What follows belongs to an exercise in optimizing a design on an open flow for small area and a short achievable clock period; a production flow would make more cautious choices.
In this exercise RTL edits were held to simulation tests only and were not proved equivalent to the original.
Power and IR drop assume default switching activity.

==> flow/run.sh <==
#!/bin/bash
# synth_recipe.tcl (not shown) runs the flow's synth.tcl, then flattens the netlist and writes it again
# the make line also repeats each setting of config.mk as NAME=value (left out here)
make -C /OpenROAD-flow-scripts/flow DESIGN_CONFIG=/design/flow/config.mk WORK_HOME=/design/flow/orfs CLKGATE_MAP_FILE= SYNTH_SCRIPT=/design/flow/synth_recipe.tcl finish
==> flow/config.mk <==
export PLATFORM = sky130hd
export DESIGN_NAME = mipsCore
export DESIGN_NICKNAME = mipsCore
export VERILOG_FILES = /design/flow/design.v
export SDC_FILE = /design/flow/constraint.sdc
export NUM_CORES = 4
export LEC_CHECK = 0
export CAP_MARGIN = 20
export CORE_MARGIN = 2
export CORE_UTILIZATION = 40
export SLEW_MARGIN = 20
==> flow/constraint.sdc <==
create_clock -name core_clock -period 10.0 [get_ports {clk}]
set_input_delay 2.0000 -clock core_clock [delete_from_list [all_inputs] [get_ports {clk}]]
set_output_delay 2.0000 -clock core_clock [all_outputs]
set_load 0.01 [all_outputs]
==> flow/design.v <==
package mipsPkg;
    typedef logic [32-1:0] word_t;
    typedef logic [5-1:0] regAddr_t;
    typedef enum logic [5:0] {
        OpSpecial = 6'b000000,
        OpBltz    = 6'b000001,
        OpJ       = 6'b000010,
        OpJal     = 6'b000011,
        OpBeq     = 6'b000100,
        OpBne     = 6'b000101,
        OpBgtz    = 6'b000111,
        OpAddi    = 6'b001000,
        OpAndi    = 6'b001100,
        OpOri     = 6'b001101,
        OpXori    = 6'b001110,
        OpLui     = 6'b001111
    } opcode_e;
    typedef enum logic [5:0] {
        FnSll  = 6'b000000,
        FnSrl  = 6'b000010,
        FnSra  = 6'b000011,
        FnJr   = 6'b001000,
        FnJalr = 6'b001001,
        FnAdd  = 6'b100000,
        FnSub  = 6'b100010,
        FnAnd  = 6'b100100,
        FnOr   = 6'b100101,
        FnXor  = 6'b100110,
        FnSlt  = 6'b101010
    } funct_e;
    typedef enum logic [4:0] {
        AluNop, AluAnd, AluOr, AluXor, AluAdd, AluSub, AluSlt,
        AluSll, AluSrl, AluSra, AluLui,
        AluBeq, AluBne, AluBgtz, AluBltz,
        AluJ, AluJal, AluJr, AluJalr
    } aluOp_e;
endpackage
`timescale 1ns/1ps
module instDecode (
    input  logic               instValid_i,
    input  mipsPkg::word_t     inst_i,
    input  mipsPkg::word_t     pc_i,
    input  mipsPkg::word_t     regaData_i,
    input  mipsPkg::word_t     regbData_i,
    output mipsPkg::regAddr_t  regaAddr_o,
    output mipsPkg::regAddr_t  regbAddr_o,
    output mipsPkg::aluOp_e    aluOp_o,
    output mipsPkg::word_t     opA_o,
    output mipsPkg::word_t     opB_o,
    output logic               regcWr_o,
    output mipsPkg::regAddr_t  regcAddr_o,
    output mipsPkg::word_t     brTarget_o
);
    mipsPkg::opcode_e  opcode;
    mipsPkg::funct_e   funct;
    mipsPkg::regAddr_t rs;
    mipsPkg::regAddr_t rt;
    mipsPkg::regAddr_t rd;
    mipsPkg::word_t    pcPlus4;
    mipsPkg::word_t    immSext;
    mipsPkg::word_t    immZext;
    mipsPkg::word_t    immLui;
    mipsPkg::word_t    immShamt;
    mipsPkg::word_t    brOffset;
    mipsPkg::word_t    branchTgt;
    mipsPkg::word_t    jumpTgt;
    mipsPkg::word_t    imm;
    logic     useImm;
    logic     linkPc;
    mipsPkg::aluOp_e   aluOp;
    logic     regcWr;
    assign opcode   = mipsPkg::opcode_e'(inst_i[31:26]);
    assign funct    = mipsPkg::funct_e'(inst_i[5:0]);
    assign rs       = inst_i[25:21];
    assign rt       = inst_i[20:16];
    assign rd       = inst_i[15:11];
    assign pcPlus4  = pc_i + mipsPkg::word_t'(4);
    assign immSext  = {{(32-16){inst_i[15]}}, inst_i[15:0]};
    assign immZext  = {{(32-16){1'b0}}, inst_i[15:0]};
    assign immLui   = {inst_i[15:0], {(32-16){1'b0}}};
    assign immShamt = {{(32-5){1'b0}}, inst_i[10:6]};
    assign brOffset = {immSext[32-3:0], 2'b00};    
    assign branchTgt = pcPlus4 + brOffset;
    assign jumpTgt   = {pcPlus4[32-1:32-4], inst_i[25:0], 2'b00};
    always_comb
    begin
        aluOp      = mipsPkg::AluNop;
        regcWr     = 1'b0;
        regaAddr_o = '0;
        regbAddr_o = '0;
        regcAddr_o = '0;
        imm        = '0;
        useImm     = 1'b0;
        linkPc     = 1'b0;
        case (opcode)
            mipsPkg::OpSpecial:
            begin
                regaAddr_o = rs;
                regbAddr_o = rt;
                regcAddr_o = rd;
                case (funct)
                    mipsPkg::FnAnd:   aluOp = mipsPkg::AluAnd;
                    mipsPkg::FnOr:    aluOp = mipsPkg::AluOr;
                    mipsPkg::FnXor:   aluOp = mipsPkg::AluXor;
                    mipsPkg::FnAdd:   aluOp = mipsPkg::AluAdd;
                    mipsPkg::FnSub:   aluOp = mipsPkg::AluSub;
                    mipsPkg::FnSlt:   aluOp = mipsPkg::AluSlt;
                    mipsPkg::FnSll:   aluOp = mipsPkg::AluSll;
                    mipsPkg::FnSrl:   aluOp = mipsPkg::AluSrl;
                    mipsPkg::FnSra:   aluOp = mipsPkg::AluSra;
                    mipsPkg::FnJr:    aluOp = mipsPkg::AluJr;
                    mipsPkg::FnJalr:  aluOp = mipsPkg::AluJalr;
                    default: aluOp = mipsPkg::AluNop;
                endcase
                if ((aluOp == mipsPkg::AluSll) || (aluOp == mipsPkg::AluSrl) || (aluOp == mipsPkg::AluSra))
                begin
                    regaAddr_o = rt;         
                    regbAddr_o = '0;
                    imm        = immShamt;
                    useImm     = 1'b1;
                end
                if ((aluOp == mipsPkg::AluJr) || (aluOp == mipsPkg::AluJalr))
                    regbAddr_o = '0;
                regcWr = (aluOp != mipsPkg::AluNop) && (aluOp != mipsPkg::AluJr);
                linkPc = (aluOp == mipsPkg::AluJalr);
            end
            mipsPkg::OpAddi, mipsPkg::OpAndi, mipsPkg::OpOri, mipsPkg::OpXori:
            begin
                case (opcode)
                    mipsPkg::OpAddi:  aluOp = mipsPkg::AluAdd;
                    mipsPkg::OpAndi:  aluOp = mipsPkg::AluAnd;
                    mipsPkg::OpOri:   aluOp = mipsPkg::AluOr;
                    default: aluOp = mipsPkg::AluXor;
                endcase
                regaAddr_o = rs;
                regcAddr_o = rt;
                regcWr     = 1'b1;
                imm        = (opcode == mipsPkg::OpAddi) ? immSext : immZext;
                useImm     = 1'b1;
            end
            mipsPkg::OpLui:
            begin
                aluOp      = mipsPkg::AluLui;
                regcAddr_o = rt;
                regcWr     = 1'b1;
                imm        = immLui;
                useImm     = 1'b1;
            end
            mipsPkg::OpBeq, mipsPkg::OpBne:
            begin
                aluOp      = (opcode == mipsPkg::OpBeq) ? mipsPkg::AluBeq : mipsPkg::AluBne;
                regaAddr_o = rs;
                regbAddr_o = rt;
                imm        = brOffset;
                useImm     = 1'b1;
            end
            mipsPkg::OpBgtz, mipsPkg::OpBltz:
            begin
                aluOp      = (opcode == mipsPkg::OpBgtz) ? mipsPkg::AluBgtz : mipsPkg::AluBltz;
                regaAddr_o = rs;
                imm        = brOffset;
                useImm     = 1'b1;
            end
            mipsPkg::OpJ:
                aluOp = mipsPkg::AluJ;
            mipsPkg::OpJal:
            begin
                aluOp      = mipsPkg::AluJal;
                regcAddr_o = mipsPkg::regAddr_t'(31);
                regcWr     = 1'b1;
                linkPc     = 1'b1;
            end
            default:
                aluOp = mipsPkg::AluNop;
        endcase
        if (!instValid_i)
        begin
            aluOp  = mipsPkg::AluNop;             
            regcWr = 1'b0;
        end
    end
    assign aluOp_o    = aluOp;
    assign regcWr_o   = regcWr;
    assign opA_o      = linkPc ? pcPlus4 : regaData_i;    
    assign opB_o      = useImm ? imm : regbData_i;
    assign brTarget_o = ((aluOp == mipsPkg::AluJr) || (aluOp == mipsPkg::AluJalr)) ? regaData_i :
                        ((aluOp == mipsPkg::AluJ) || (aluOp == mipsPkg::AluJal)) ? jumpTgt    : branchTgt;
endmodule
`timescale 1ns/1ps
module aluExecute (
    input  mipsPkg::aluOp_e    aluOp_i,
    input  mipsPkg::word_t     opA_i,
    input  mipsPkg::word_t     opB_i,
    input  mipsPkg::word_t     regbRaw_i,
    input  logic               regcWr_i,
    input  mipsPkg::regAddr_t  regcAddr_i,
    input  mipsPkg::word_t     brTarget_i,
    output mipsPkg::word_t     aluResult_o,
    output logic               wrEn_o,
    output mipsPkg::regAddr_t  wrAddr_o,
    output logic               jTaken_o,
    output mipsPkg::word_t     jTarget_o
);
    localparam int ShW = $clog2(32);
    logic [ShW-1:0] shAmt;
    logic           aZero;
    logic           aNeg;
    assign shAmt = opB_i[ShW-1:0];
    assign aZero = (opA_i == '0);
    assign aNeg  = opA_i[32-1];
    always_comb
    begin
        case (aluOp_i)
            mipsPkg::AluAnd:          aluResult_o = opA_i & opB_i;
            mipsPkg::AluOr:           aluResult_o = opA_i | opB_i;
            mipsPkg::AluXor:          aluResult_o = opA_i ^ opB_i;
            mipsPkg::AluAdd:          aluResult_o = opA_i + opB_i;     
            mipsPkg::AluSub:          aluResult_o = opA_i - opB_i;
            mipsPkg::AluSlt:          aluResult_o = mipsPkg::word_t'($signed(opA_i) < $signed(opB_i));
            mipsPkg::AluSll:          aluResult_o = opA_i << shAmt;
            mipsPkg::AluSrl:          aluResult_o = opA_i >> shAmt;
            mipsPkg::AluSra:          aluResult_o = mipsPkg::word_t'($signed(opA_i) >>> shAmt);
            mipsPkg::AluLui:          aluResult_o = opB_i;
            mipsPkg::AluJal, mipsPkg::AluJalr: aluResult_o = opA_i;             
            default:         aluResult_o = '0;
        endcase
    end
    always_comb
    begin
        case (aluOp_i)
            mipsPkg::AluBeq:                     jTaken_o = (opA_i == regbRaw_i);
            mipsPkg::AluBne:                     jTaken_o = (opA_i != regbRaw_i);
            mipsPkg::AluBgtz:                    jTaken_o = !aNeg && !aZero;
            mipsPkg::AluBltz:                    jTaken_o = aNeg;
            mipsPkg::AluJ, mipsPkg::AluJal, mipsPkg::AluJr, mipsPkg::AluJalr: jTaken_o = 1'b1;
            default:                    jTaken_o = 1'b0;
        endcase
    end
    assign wrEn_o    = regcWr_i;
    assign wrAddr_o  = regcAddr_i;
    assign jTarget_o = brTarget_i;
endmodule
`timescale 1ns/1ps
module regFile (
    input  logic               clk,
    input  logic               rst_i,
    input  mipsPkg::regAddr_t  raAddr_i,
    input  mipsPkg::regAddr_t  rbAddr_i,
    input  logic               wrEn_i,
    input  mipsPkg::regAddr_t  wrAddr_i,
    input  mipsPkg::word_t     wrData_i,
    output mipsPkg::word_t     raData_o,
    output mipsPkg::word_t     rbData_o
);
    mipsPkg::word_t regs [32];
    always_ff @(posedge clk)
    begin
        if (rst_i)
        begin
            for (int i = 0; i < 32; i++)
                regs[i] <= '0;
        end
        else if (wrEn_i && (wrAddr_i != '0))
            regs[wrAddr_i] <= wrData_i;
    end
    function automatic mipsPkg::word_t readPort(input mipsPkg::regAddr_t addr);
        if (addr == '0)
            readPort = '0;
        else if (wrEn_i && (wrAddr_i == addr))
            readPort = wrData_i;
        else
            readPort = regs[addr];
    endfunction
    always_comb
    begin
        raData_o = readPort(raAddr_i);
        rbData_o = readPort(rbAddr_i);
    end
endmodule
`timescale 1ns/1ps
module resultStage (
    input  logic               clk,
    input  logic               rst_i,
    input  mipsPkg::regAddr_t  raAddr_i,
    input  mipsPkg::regAddr_t  rbAddr_i,
    input  mipsPkg::word_t     aluResult_i,
    input  logic               wrEn_i,
    input  mipsPkg::regAddr_t  wrAddr_i,
    input  logic               jTaken_i,
    input  mipsPkg::word_t     jTarget_i,
    output mipsPkg::word_t     raData_o,
    output mipsPkg::word_t     rbData_o,
    output logic               wrEn_o,
    output mipsPkg::regAddr_t  wrAddr_o,
    output mipsPkg::word_t     wrData_o,
    output logic               jCe_o,
    output mipsPkg::word_t     jAddr_o
);
    always_ff @(posedge clk)
    begin
        if (rst_i)
        begin
            wrEn_o   <= 1'b0;
            wrAddr_o <= '0;
            wrData_o <= '0;
            jCe_o    <= 1'b0;
            jAddr_o  <= '0;
        end
        else
        begin
            wrEn_o   <= wrEn_i && (wrAddr_i != '0);   
            wrAddr_o <= wrAddr_i;
            wrData_o <= aluResult_i;
            jCe_o    <= jTaken_i;
            jAddr_o  <= jTarget_i;
        end
    end
    regFile i_regFile (
        .clk      (clk),
        .rst_i    (rst_i),
        .raAddr_i (raAddr_i),
        .rbAddr_i (rbAddr_i),
        .wrEn_i   (wrEn_o),         
        .wrAddr_i (wrAddr_o),
        .wrData_i (wrData_o),
        .raData_o (raData_o),
        .rbData_o (rbData_o)
    );
endmodule
`timescale 1ns/1ps
module mipsCore (
    input  logic               clk,
    input  logic               rst_i,
    input  logic               instValid_i,
    input  mipsPkg::word_t     inst_i,
    input  mipsPkg::word_t     pc_i,
    output logic               wrEn_o,
    output mipsPkg::regAddr_t  wrAddr_o,
    output mipsPkg::word_t     wrData_o,
    output logic               jCe_o,
    output mipsPkg::word_t     jAddr_o
);
    mipsPkg::regAddr_t regaAddr;
    mipsPkg::regAddr_t regbAddr;
    mipsPkg::word_t    regaData;
    mipsPkg::word_t    regbData;
    mipsPkg::aluOp_e   aluOp;
    mipsPkg::word_t    opA;
    mipsPkg::word_t    opB;
    logic     regcWr;
    mipsPkg::regAddr_t regcAddr;
    mipsPkg::word_t    brTarget;
    mipsPkg::word_t    aluResult;
    logic     wrEn;
    mipsPkg::regAddr_t wrAddr;
    logic     jTaken;
    mipsPkg::word_t    jTarget;
    instDecode i_instDecode (
        .instValid_i (instValid_i),
        .inst_i      (inst_i),
        .pc_i        (pc_i),
        .regaData_i  (regaData),
        .regbData_i  (regbData),
        .regaAddr_o  (regaAddr),
        .regbAddr_o  (regbAddr),
        .aluOp_o     (aluOp),
        .opA_o       (opA),
        .opB_o       (opB),
        .regcWr_o    (regcWr),
        .regcAddr_o  (regcAddr),
        .brTarget_o  (brTarget)
    );
    aluExecute i_aluExecute (
        .aluOp_i     (aluOp),
        .opA_i       (opA),
        .opB_i       (opB),
        .regbRaw_i   (regbData),      
        .regcWr_i    (regcWr),
        .regcAddr_i  (regcAddr),
        .brTarget_i  (brTarget),
        .aluResult_o (aluResult),
        .wrEn_o      (wrEn),
        .wrAddr_o    (wrAddr),
        .jTaken_o    (jTaken),
        .jTarget_o   (jTarget)
    );
    resultStage i_resultStage (
        .clk         (clk),
        .rst_i       (rst_i),
        .raAddr_i    (regaAddr),
        .rbAddr_i    (regbAddr),
        .aluResult_i (aluResult),
        .wrEn_i      (wrEn),
        .wrAddr_i    (wrAddr),
        .jTaken_i    (jTaken),
        .jTarget_i   (jTarget),
        .raData_o    (regaData),
        .rbData_o    (regbData),
        .wrEn_o      (wrEn_o),
        .wrAddr_o    (wrAddr_o),
        .wrData_o    (wrData_o),
        .jCe_o       (jCe_o),
        .jAddr_o     (jAddr_o)
    );
endmodule
==> notes.md <==
metal layers:
metal,track usage (%),vias to the layer above,part of all wire (%)
met3,17.2,1523,16
met1,52.9,35500,37
met4,27.4,22,8.1
met5,0.442,-,0.068
met2,56.1,6514,39
li1,-,29500,-
metrics by stage:
step	cell area (sq um)	setup WS [ns]	TNS [ns]
2_1_floorplan	73400	1.32	0
3_3_place_gp	82000	-0.788	-3.17
3_5_place_dp	82000	-0.0524	-0.0738
4_1_cts	86300	0.716	0
5_1_grt	86400	0.172	0
6_report	86500	0.278	0
cell type report:
type	count	area, sq um
Tap cell	2385	2980
Clock buffer	167	3480
Antenna cell	39	97.6
Sequential cell	1095	32200
Clock inverter	68	798
Inverter	216	811
Fill cell	16900	96000
Multi-Input combinational cell	5677	37900
Timing Repair Buffer	953	8200
worst paths after layout:
path | end | slack (ns) | cells past startpoint
worst min register to register | i_resultStage.i_regFile.regs[5][6] | 0.88 | 1
worst max register to register | i_resultStage.wrData_o[29] | 2.34 | 28
worst max-delay path | i_resultStage.wrData_o[12] | 0.28 | 30
worst min-delay path | i_resultStage.i_regFile.regs[5][6] | 0.88 | 1
flip-flops by register name, indices dropped and copies added (netlist names):
signal,cells
i_resultStage.i_regFile.regs,1024
i_resultStage.jAddr_o,32
i_resultStage.wrData_o,32
i_resultStage.wrAddr_o,5
i_resultStage.jCe_o,1
i_resultStage.wrEn_o,1
Yosys cell counts (22+ instances only):
cell type,instances
ha_1,127
a21oi_1,324
a32oi_1,36
and2_1,975
nand4_1,31
xor2_1,28
o22ai_1,59
nor2b_1,33
a21o_1,34
inv_1,210
o221ai_1,114
a22o_1,22
xnor2_1,66
o31ai_1,25
mux2i_1,575
a31oi_1,115
a211o_1,23
nand2b_1,37
and3_1,44
nand2_1,852
buf_2,125
a211oi_1,189
a2111oi_0,111
nor4_1,38
a221oi_1,161
edfxtp_1,1024
nor3_1,127
or3_1,34
dfxtp_1,71
a221o_1,41
nand3_1,281
buf_1,78
clkbuf_1,535
a311oi_1,54
o21ai_0,219
nor2_1,364
o2111ai_1,60
or2_2,44
a22oi_1,38
mux2_2,44
o211ai_1,68
power by group through the flow:
stage	clock (uW)	sequential, uW	combinational, uW
4_1_cts	4920	5260	2600
2_1_floorplan	0	5330	1300
5_1_grt	5090	5280	2820
3_5_place_dp	0	5360	2590
6_report	4940	5270	2760
3_3_place_gp	0	5350	2590
cell families after synthesis:
group                    share of synthesized area, %
AND/OR/NAND/NOR                                  20.1
XOR/XNOR                                         1.12
other                                         0.00512
flip-flops                                       43.9
AO/OA/AOI/OAI                                    18.9
multiplexers                                     8.59
buffers and inverters                            5.15
adder cells (fa/ha/maj)                          2.25
critical path: cells and delay by family:
kind	cells	cell delay [ns]
adder cells (fa/ha/maj)	2	0.65
buffers and inverters	8	1.85
AO/OA/AOI/OAI	12	3.82
AND/OR/NAND/NOR	8	2.02
==> out/metrics.cfg <==
[run_status]
status=no timing/DRC/antenna violations

[floorplanning]
coreArea_sq_um=182000
initial_core_util_pct=40.1
io_pins=138
die_width_um=432
die_area_sq_um=187000
dieHeight_um=432
rows=157

[setup_path]
crit_slowest_cell=a2111oi_1
cp_common_cell=buf_4
r2r-start=i_resultStage.wrAddr_o[4]
critPathRequiredTime_ns=10.66
setup.worst_path.end_class=flop
path_max_fanout=26
cp_slowest_stage_delay_ns=0.80
start_kind=input pin
startpoint=inst_i[31]
path_class=in2reg
cp_data_arrival_time_ns=10.38

[yosys]
avgSynthCellArea_sq_um=9.52
synth.distinct_cells=95
ys_warn_count=4
yosys-top-cells-area=edfxtp_1, and2_1, mux2i_1
netlist.area_leader.share_pct=42.0
ys.flop_type=edfxtp_1
synth_edf_count=1024
synth_area_sq_um=73300
synthArstFlopShare_pct=0
syn_inst=7699
post-synth-top-area-cell=edfxtp_1
synth_seq_cells=1095
seq_area_frac_synth_pct=43.9

[clock_network]
clk_pin_slew_worst_paths_ns=0.06
numCtsBuffers=130
cts_sinks=1095
ctsResizeCount=0
postCtsHoldBufs=0
clk_path_buf_depth=3
ctsHtreeMaxLevel=4
post_cts_buffers=0
cts_tree=yes
cts-root-buf=clkbuf_16
clock_latency_ns=0.85

[flow_run]
drv_cap=0

[placed_design]
gp_congestion=1.08
place_inst=10300
post-dp-hpwl_um=273000
port_buffers=137

[power]
p_comb_share_pct=21.3
p_seq_share_pct=40.6
peakVddDrop_mv=0.149
intPower_uw=8890
p_leak_uw=0.0322
finalPower_uw=13000
powerDensity_nw_per_um2=150
clkPwrFrac_pct=38.1
power_switching_share_pct=31.4
p_sw_uw=4070

[min_path]
min_from=i_resultStage.wrData_o[6]
hp-class=reg2reg

[cells_and_area]
fin_cells=10600
layout-drive-gt1-share_pct=15.1
final_common_cell=edfxtp_1
area_growth_syn_to_layout_pct=18.0
nets=8270
utilization_pct=47.4
final_cell_mix=edfxtp_1, and2_1, nand2_1

[sta]
worst_slew_pin_slew_ns=1.24
setup_violations=0
fin_crit_sh_pct=97.2
fin_worst_skew_ns=0.0552
whs_ns=0.880
grt_setup_unrepaired=false
fmax_ghz=0.103
min_period_ns=9.72
hold_viol=0
drv_slew=0
slew_headroom_pct=16.8

[drt]
wl_um=398000
firstDrtPassIters=14
ant_nets=0
drtIter0Drc=13500
drcViolationCount=0
wl_per_cell_um=37.5
vias=73000
post_drt_via_cell_ratio=6.89

[grt]
grt.total_usage_pct=41.2
grt_max_degree=75
grt_pass1_wl_um=540000
antenna_found_initial=39
grt.overflow.total=0
grt_pass1_vias=66900

==> separate check: timing with driven ports <==
The results above use ideal ports. As a check the final layout listed here was re-extracted and re-timed, cells and wires unchanged.
Step 1, drivers: a clkbuf_16 drives clk and a buf_2 each remaining input, both assumed.
Step 2 moves the port delays by t, midway between the first and last clock arrival at a register: inputs arrive t later, outputs are due t later. That takes back most of the time a late clock gives input paths.
Slacks: no drivers / after step 1 / after step 2; pairs: no drivers / after step 1.
t, ns: 0.901
slack for setup (ns): 0.278 / 0.318 / -0.583
worst hold slack (ns): 0.880 / 0.880 / 0.880
worst register clock-pin slew, ns: 0.07 / 0.07
With both steps, setup timing fails in this run, where it was met with ideal ports. The setup slack of this run moves by +0.040 ns with the drivers and by -0.861 ns with both steps.
